What follows belongs to an exercise in optimizing a design on an open flow for small area and a short achievable clock period; a production flow would make more cautious choices.
The RTL was checked by simulation tests, not by an equivalence proof against the original design.
Power and IR drop assume default switching activity.

## P
==> flow/design.v <==
module cache_tag_check #(
    parameter int  WAYS  = 4,
    parameter int  SETS  = 16,
    parameter int  TAG_W = 20,
    localparam int WAY_W = (WAYS > 1) ? $clog2(WAYS) : 1,
    localparam int IDX_W = $clog2(SETS)
) (
    input  logic             clk,
    input  logic             rst,
    input  logic             lkp_valid,
    input  logic [IDX_W-1:0] lkp_index,
    input  logic [TAG_W-1:0] lkp_tag,
    output logic             lkp_ready,
    output logic             rsp_valid,
    output logic             rsp_hit,
    output logic [WAY_W-1:0] rsp_way,
    input  logic             fill_valid,
    input  logic [IDX_W-1:0] fill_index,
    input  logic [TAG_W-1:0] fill_tag,
    output logic             fill_done,
    output logic [WAY_W-1:0] fill_way,
    input  logic             flush,
    output logic             busy,
    output logic             err
);
    logic                         busy_q;
    logic [IDX_W-1:0]             fcnt_q;
    logic [SETS-1:0][WAYS-1:0]    vld_q;
    logic [SETS-1:0][WAY_W-1:0]   ptr_q;
    logic [TAG_W-1:0]             tag_mem [SETS][WAYS];
    logic                         lkp_acc, fill_acc;
    logic                         l_v_q, f_v_q;
    logic [WAYS-1:0]              l_hitv_q, f_match_q, f_inv_q;
    logic [WAY_W-1:0]             f_ptr_q, f_alt_q;
    logic [IDX_W-1:0]             f_idx_q;
    logic [SETS-1:0]              f_sel_q;   
    logic [TAG_W-1:0]             f_tag_q;
    logic [WAY_W-1:0]             victim;
    logic                         ptr_adv;
    assign lkp_ready = ~busy_q;
    assign busy      = busy_q;
    assign err       = 1'b0;
    assign lkp_acc   = lkp_valid  & ~busy_q & ~flush;
    assign fill_acc  = fill_valid & ~busy_q & ~flush;
    logic [SETS-1:0]              l_seln, f_seln;
    logic [TAG_W-1:0]             l_mm [WAYS];
    logic [TAG_W-1:0]             f_mm [WAYS];
    logic [WAYS-1:0]              l_vrd, f_vrd;
    logic [WAY_W-1:0]             f_prd;
    always_comb begin
        for (int s = 0; s < SETS; s++) begin
            l_seln[s] = (lkp_index != IDX_W'(s));
            f_seln[s] = (fill_index != IDX_W'(s));
        end
        l_vrd = '0;
        f_vrd = '0;
        f_prd = '0;
        for (int s = 0; s < SETS; s++) begin
            l_vrd = l_vrd | ({WAYS{~l_seln[s]}} & vld_q[s]);
            f_vrd = f_vrd | ({WAYS{~f_seln[s]}} & vld_q[s]);
            f_prd = f_prd | ({WAY_W{~f_seln[s]}} & ptr_q[s]);
        end
    end
    for (genvar w = 0; w < WAYS; w++) begin : g_rd
        logic [SETS-1:0] l_wseln, f_wseln;
        ctc_dec #(.IDX_W(IDX_W), .SETS(SETS)) u_ld (.idx(lkp_index), .seln(l_wseln));
        ctc_dec #(.IDX_W(IDX_W), .SETS(SETS)) u_fd (.idx(fill_index), .seln(f_wseln));
        for (genvar b = 0; b < TAG_W; b++) begin : g_bit
            ctc_cmp_bit #(.SETS(SETS)) u_l (
                .seln(l_wseln), .t(lkp_tag[b]), .mm(l_mm[w][b]),
                .d({tag_mem[15][w][b], tag_mem[14][w][b], tag_mem[13][w][b], tag_mem[12][w][b],
                    tag_mem[11][w][b], tag_mem[10][w][b], tag_mem[9][w][b],  tag_mem[8][w][b],
                    tag_mem[7][w][b],  tag_mem[6][w][b],  tag_mem[5][w][b],  tag_mem[4][w][b],
                    tag_mem[3][w][b],  tag_mem[2][w][b],  tag_mem[1][w][b],  tag_mem[0][w][b]}));
            ctc_cmp_bit #(.SETS(SETS)) u_f (
                .seln(f_wseln), .t(fill_tag[b]), .mm(f_mm[w][b]),
                .d({tag_mem[15][w][b], tag_mem[14][w][b], tag_mem[13][w][b], tag_mem[12][w][b],
                    tag_mem[11][w][b], tag_mem[10][w][b], tag_mem[9][w][b],  tag_mem[8][w][b],
                    tag_mem[7][w][b],  tag_mem[6][w][b],  tag_mem[5][w][b],  tag_mem[4][w][b],
                    tag_mem[3][w][b],  tag_mem[2][w][b],  tag_mem[1][w][b],  tag_mem[0][w][b]}));
        end
    end
    logic                         l_byp, f_byp, l_peq, f_peq;
    logic [WAYS-1:0]              l_hitv, f_match, f_inv;
    logic [WAY_W-1:0]             f_ptr, f_alt;
    assign l_byp = f_v_q && (f_idx_q == lkp_index);
    assign f_byp = f_v_q && (f_idx_q == fill_index);
    assign l_peq = (f_tag_q == lkp_tag);
    assign f_peq = (f_tag_q == fill_tag);
    for (genvar w = 0; w < WAYS; w++) begin : g_way
        logic l_pw, f_pw;
        assign l_pw       = l_byp && (victim == WAY_W'(w));
        assign f_pw       = f_byp && (victim == WAY_W'(w));
        logic [TAG_W/2-1:0] l_g, f_g;
        for (genvar k = 0; k < TAG_W / 2; k++) begin : g_grp
            ctc_nor2 u_lg (.a(l_mm[w][2*k]), .b(l_mm[w][2*k+1]), .y(l_g[k]));
            ctc_nor2 u_fg (.a(f_mm[w][2*k]), .b(f_mm[w][2*k+1]), .y(f_g[k]));
        end
        ctc_hit #(.N(TAG_W / 2)) u_lh (.g(l_g), .c(lkp_acc & l_vrd[w] & ~l_pw),
                                       .h(lkp_acc & l_pw & l_peq),
                                       .y(l_hitv[w]));
        ctc_hit #(.N(TAG_W / 2)) u_fh (.g(f_g), .c(f_vrd[w] & ~f_pw), .h(f_pw & f_peq),
                                       .y(f_match[w]));
        assign f_inv[w]   = ~f_pw & ~f_vrd[w];
    end
    assign f_ptr = f_prd + WAY_W'(f_byp & ptr_adv);
    always_comb begin
        f_alt = f_ptr;
        for (int w = WAYS - 1; w >= 0; w--) begin
            if (f_inv[w]) f_alt = WAY_W'(w);
        end
    end
    always_ff @(posedge clk) begin
        if (rst) begin
            l_v_q <= 1'b0;
            f_v_q <= 1'b0;
        end else begin
            l_v_q <= lkp_acc;
            f_v_q <= fill_acc;
        end
        l_hitv_q  <= l_hitv;
        f_match_q <= f_match;
        f_inv_q   <= f_inv;
        f_ptr_q   <= f_ptr;
        f_alt_q   <= f_alt;
        f_idx_q   <= fill_index;
        f_sel_q   <= ~f_seln;
        f_tag_q   <= fill_tag;
    end
    logic [WAY_W-1:0]             hit_way;
    assign hit_way[1] = ~l_hitv_q[0] & ~l_hitv_q[1] & (l_hitv_q[2] | l_hitv_q[3]);
    assign hit_way[0] = ~l_hitv_q[0] & (l_hitv_q[1] | (~l_hitv_q[2] & l_hitv_q[3]));
    assign rsp_valid = l_v_q;
    assign rsp_hit   = |l_hitv_q;
    assign rsp_way   = hit_way;
    always_comb begin
        victim = f_alt_q;
        for (int w = WAYS - 1; w >= 0; w--) begin
            if (f_match_q[w]) victim = WAY_W'(w);
        end
    end
    assign ptr_adv = ~|f_inv_q & ~|f_match_q;
    assign fill_done = f_v_q;
    assign fill_way  = victim;
    always_ff @(posedge clk) begin
        if (rst) begin
            busy_q <= 1'b0;
            fcnt_q <= '0;
        end else if (busy_q) begin
            fcnt_q <= fcnt_q + IDX_W'(1);
            if (fcnt_q == IDX_W'(SETS - 1)) busy_q <= 1'b0;
        end else if (flush) begin
            busy_q <= 1'b1;
        end
    end
    always_ff @(posedge clk) begin
        if (rst) begin
            vld_q <= '0;
            ptr_q <= '0;
        end else begin
            for (int s = 0; s < SETS; s++) begin
                if (f_v_q && f_sel_q[s]) begin
                    vld_q[s][victim] <= 1'b1;
                    if (ptr_adv) ptr_q[s] <= f_ptr_q + WAY_W'(1);
                end
            end
            if (~busy_q & flush) vld_q <= '0;
        end
    end
    always_ff @(posedge clk) begin
        for (int s = 0; s < SETS; s++) begin
            for (int w = 0; w < WAYS; w++) begin
                if (f_v_q && f_sel_q[s] && victim == WAY_W'(w)) tag_mem[s][w] <= f_tag_q;
            end
        end
    end
endmodule
module ctc_dec #(
    parameter int IDX_W = 4,
    parameter int SETS  = 16
) (
    input  logic [IDX_W-1:0] idx,
    output logic [SETS-1:0]  seln
);
    logic [3:0] lo, hi;
    ctc_pre u_lo (.i(idx[1:0]), .y(lo));
    ctc_pre u_hi (.i(idx[3:2]), .y(hi));
    for (genvar s = 0; s < SETS; s++) begin : g_s
        ctc_nand2 u_n (.a(lo[s % 4]), .b(hi[s / 4]), .y(seln[s]));
    end
endmodule
module ctc_pre (input logic [1:0] i, output logic [3:0] y);
    always_comb begin
        for (int j = 0; j < 4; j++) y[j] = (i == 2'(j));
    end
endmodule
module ctc_nand2 (input logic a, b, output logic y);
    assign y = ~(a & b);
endmodule
module ctc_cmp_bit #(
    parameter int SETS = 16
) (
    input  logic [SETS-1:0] seln,
    input  logic [SETS-1:0] d,
    input  logic            t,
    output logic            mm
);
    logic [SETS/2-1:0] o;
    for (genvar k = 0; k < SETS / 2; k++) begin : g_pair
        ctc_o22ai u_o (.a1(d[2*k]), .a2(seln[2*k]), .b1(d[2*k+1]), .b2(seln[2*k+1]), .y(o[k]));
    end
    logic [SETS/4-1:0] a;
    logic              rdn;
    for (genvar j = 0; j < SETS / 4; j++) begin : g_quad
        ctc_nor2 u_a (.a(o[2*j]), .b(o[2*j+1]), .y(a[j]));
    end
    ctc_nand4 u_r (.a(a[0]), .b(a[1]), .c(a[2]), .d(a[3]), .y(rdn));
    ctc_xnor2 u_x (.a(rdn), .b(t), .y(mm));
endmodule
module ctc_o22ai (input logic a1, a2, b1, b2, output logic y);
    assign y = ~((a1 | a2) & (b1 | b2));
endmodule
module ctc_nor2 (input logic a, b, output logic y);
    assign y = ~(a | b);
endmodule
module ctc_nand4 (input logic a, b, c, d, output logic y);
    assign y = ~(a & b & c & d);
endmodule
module ctc_xnor2 (input logic a, b, output logic y);
    assign y = ~(a ^ b);
endmodule
module ctc_hit #(
    parameter int N = 10
) (
    input  logic [N-1:0] g,
    input  logic         c,
    input  logic         h,
    output logic         y
);
    assign y = (&g & c) | h;
endmodule
clock: 5.5 ns
lec_check: 0
abc_clock_period_in_ps: 4500
cap_margin: 20
core_margin: 2
core_utilization: 35
cts_cluster_diameter: 80
cts_cluster_size: 25
place_density: 0.75
setup_slack_margin: 2.9
slew_margin: 20
synth_hierarchical: 1
run.sh (not shown) runs the stock make flow with config.mk's settings and CLKGATE_MAP_FILE= SYNTH_SCRIPT=/design/flow/synth_recipe.tcl, a recipe that flattens the netlist after the stock synthesis.
The inputs of Q differ from those of P as listed below.
--- a/flow/design.v
+++ b/flow/design.v
@@ -81,8 +81,10 @@
         end
     end
     logic                         l_byp, f_byp, l_peq, f_peq;
     logic [WAYS-1:0]              l_hitv, f_match, f_inv;
+    logic                         l_take;    
+    assign l_take = lkp_acc & ~rst;
     logic [WAY_W-1:0]             f_ptr, f_alt;
     assign l_byp = f_v_q && (f_idx_q == lkp_index);
     assign f_byp = f_v_q && (f_idx_q == fill_index);
     assign l_peq = (f_tag_q == lkp_tag);
@@ -95,10 +97,10 @@
         for (genvar k = 0; k < TAG_W / 2; k++) begin : g_grp
             ctc_nor2 u_lg (.a(l_mm[w][2*k]), .b(l_mm[w][2*k+1]), .y(l_g[k]));
             ctc_nor2 u_fg (.a(f_mm[w][2*k]), .b(f_mm[w][2*k+1]), .y(f_g[k]));
         end
-        ctc_hit #(.N(TAG_W / 2)) u_lh (.g(l_g), .c(lkp_acc & l_vrd[w] & ~l_pw),
-                                       .h(lkp_acc & l_pw & l_peq),
+        ctc_hit #(.N(TAG_W / 2)) u_lh (.g(l_g), .c(l_take & l_vrd[w] & ~l_pw),
+                                       .h(l_take & l_pw & l_peq),
                                        .y(l_hitv[w]));
         ctc_hit #(.N(TAG_W / 2)) u_fh (.g(f_g), .c(f_vrd[w] & ~f_pw), .h(f_pw & f_peq),
                                        .y(f_match[w]));
         assign f_inv[w]   = ~f_pw & ~f_vrd[w];
## What came out
Q vs. P: area of all placed cells without fillers down about 2.5%, routed wire length moved down, count of nets after finishing fell by 85, power decreased 0.65%.
In terms of area of all sequential standard cells, P and Q differ only marginally.
Q against P: switching share of total power went down by 0.58 points; number of CTS-inserted buffers went down about 2.7%; part of the power in combinational logic decreased by 0.7 points relative to the old numbers; design internal power about even.
Q has share of power burned in the clock network above what P had.
Diff P -> Q | count of buffers not belonging to the clock network in the layout | decrease of about 11%

[separate check: timing with driven ports]
The flow's constraints put no driver on any port. The routed layouts listed below were extracted and timed again, unchanged, in two steps.
Step 1 sets driving cells, clkbuf_16 on the clock port and buf_2 on the other inputs (assumed; they add their load-dependent delay and slew).
Step 2 also shifts input and output timing later by t, the mid clock arrival at the registers, as if the neighbouring blocks saw the same clock.
Slacks: ideal / step 1 / step 2; pairs: ideal / step 1.
| run | t (ns) | setup WS [ns] | clock arrival spread, ns | worst data-port slew with drivers (ns) | pins driven straight from the clock port |
|---|---|---|---|---|---|
| P | 0.811 | 2.631 / 2.478 / 1.667 | 0.056 / 0.057 | 0.36 | 1 |
| Q | 0.785 | 2.607 / 2.528 / 1.877 | 0.047 / 0.046 | 0.25 | 1 |
After both steps setup and hold are still met in every run listed. The setup slack of P, which loses most, moves by -0.153 ns with the drivers and by -0.964 ns with both steps.
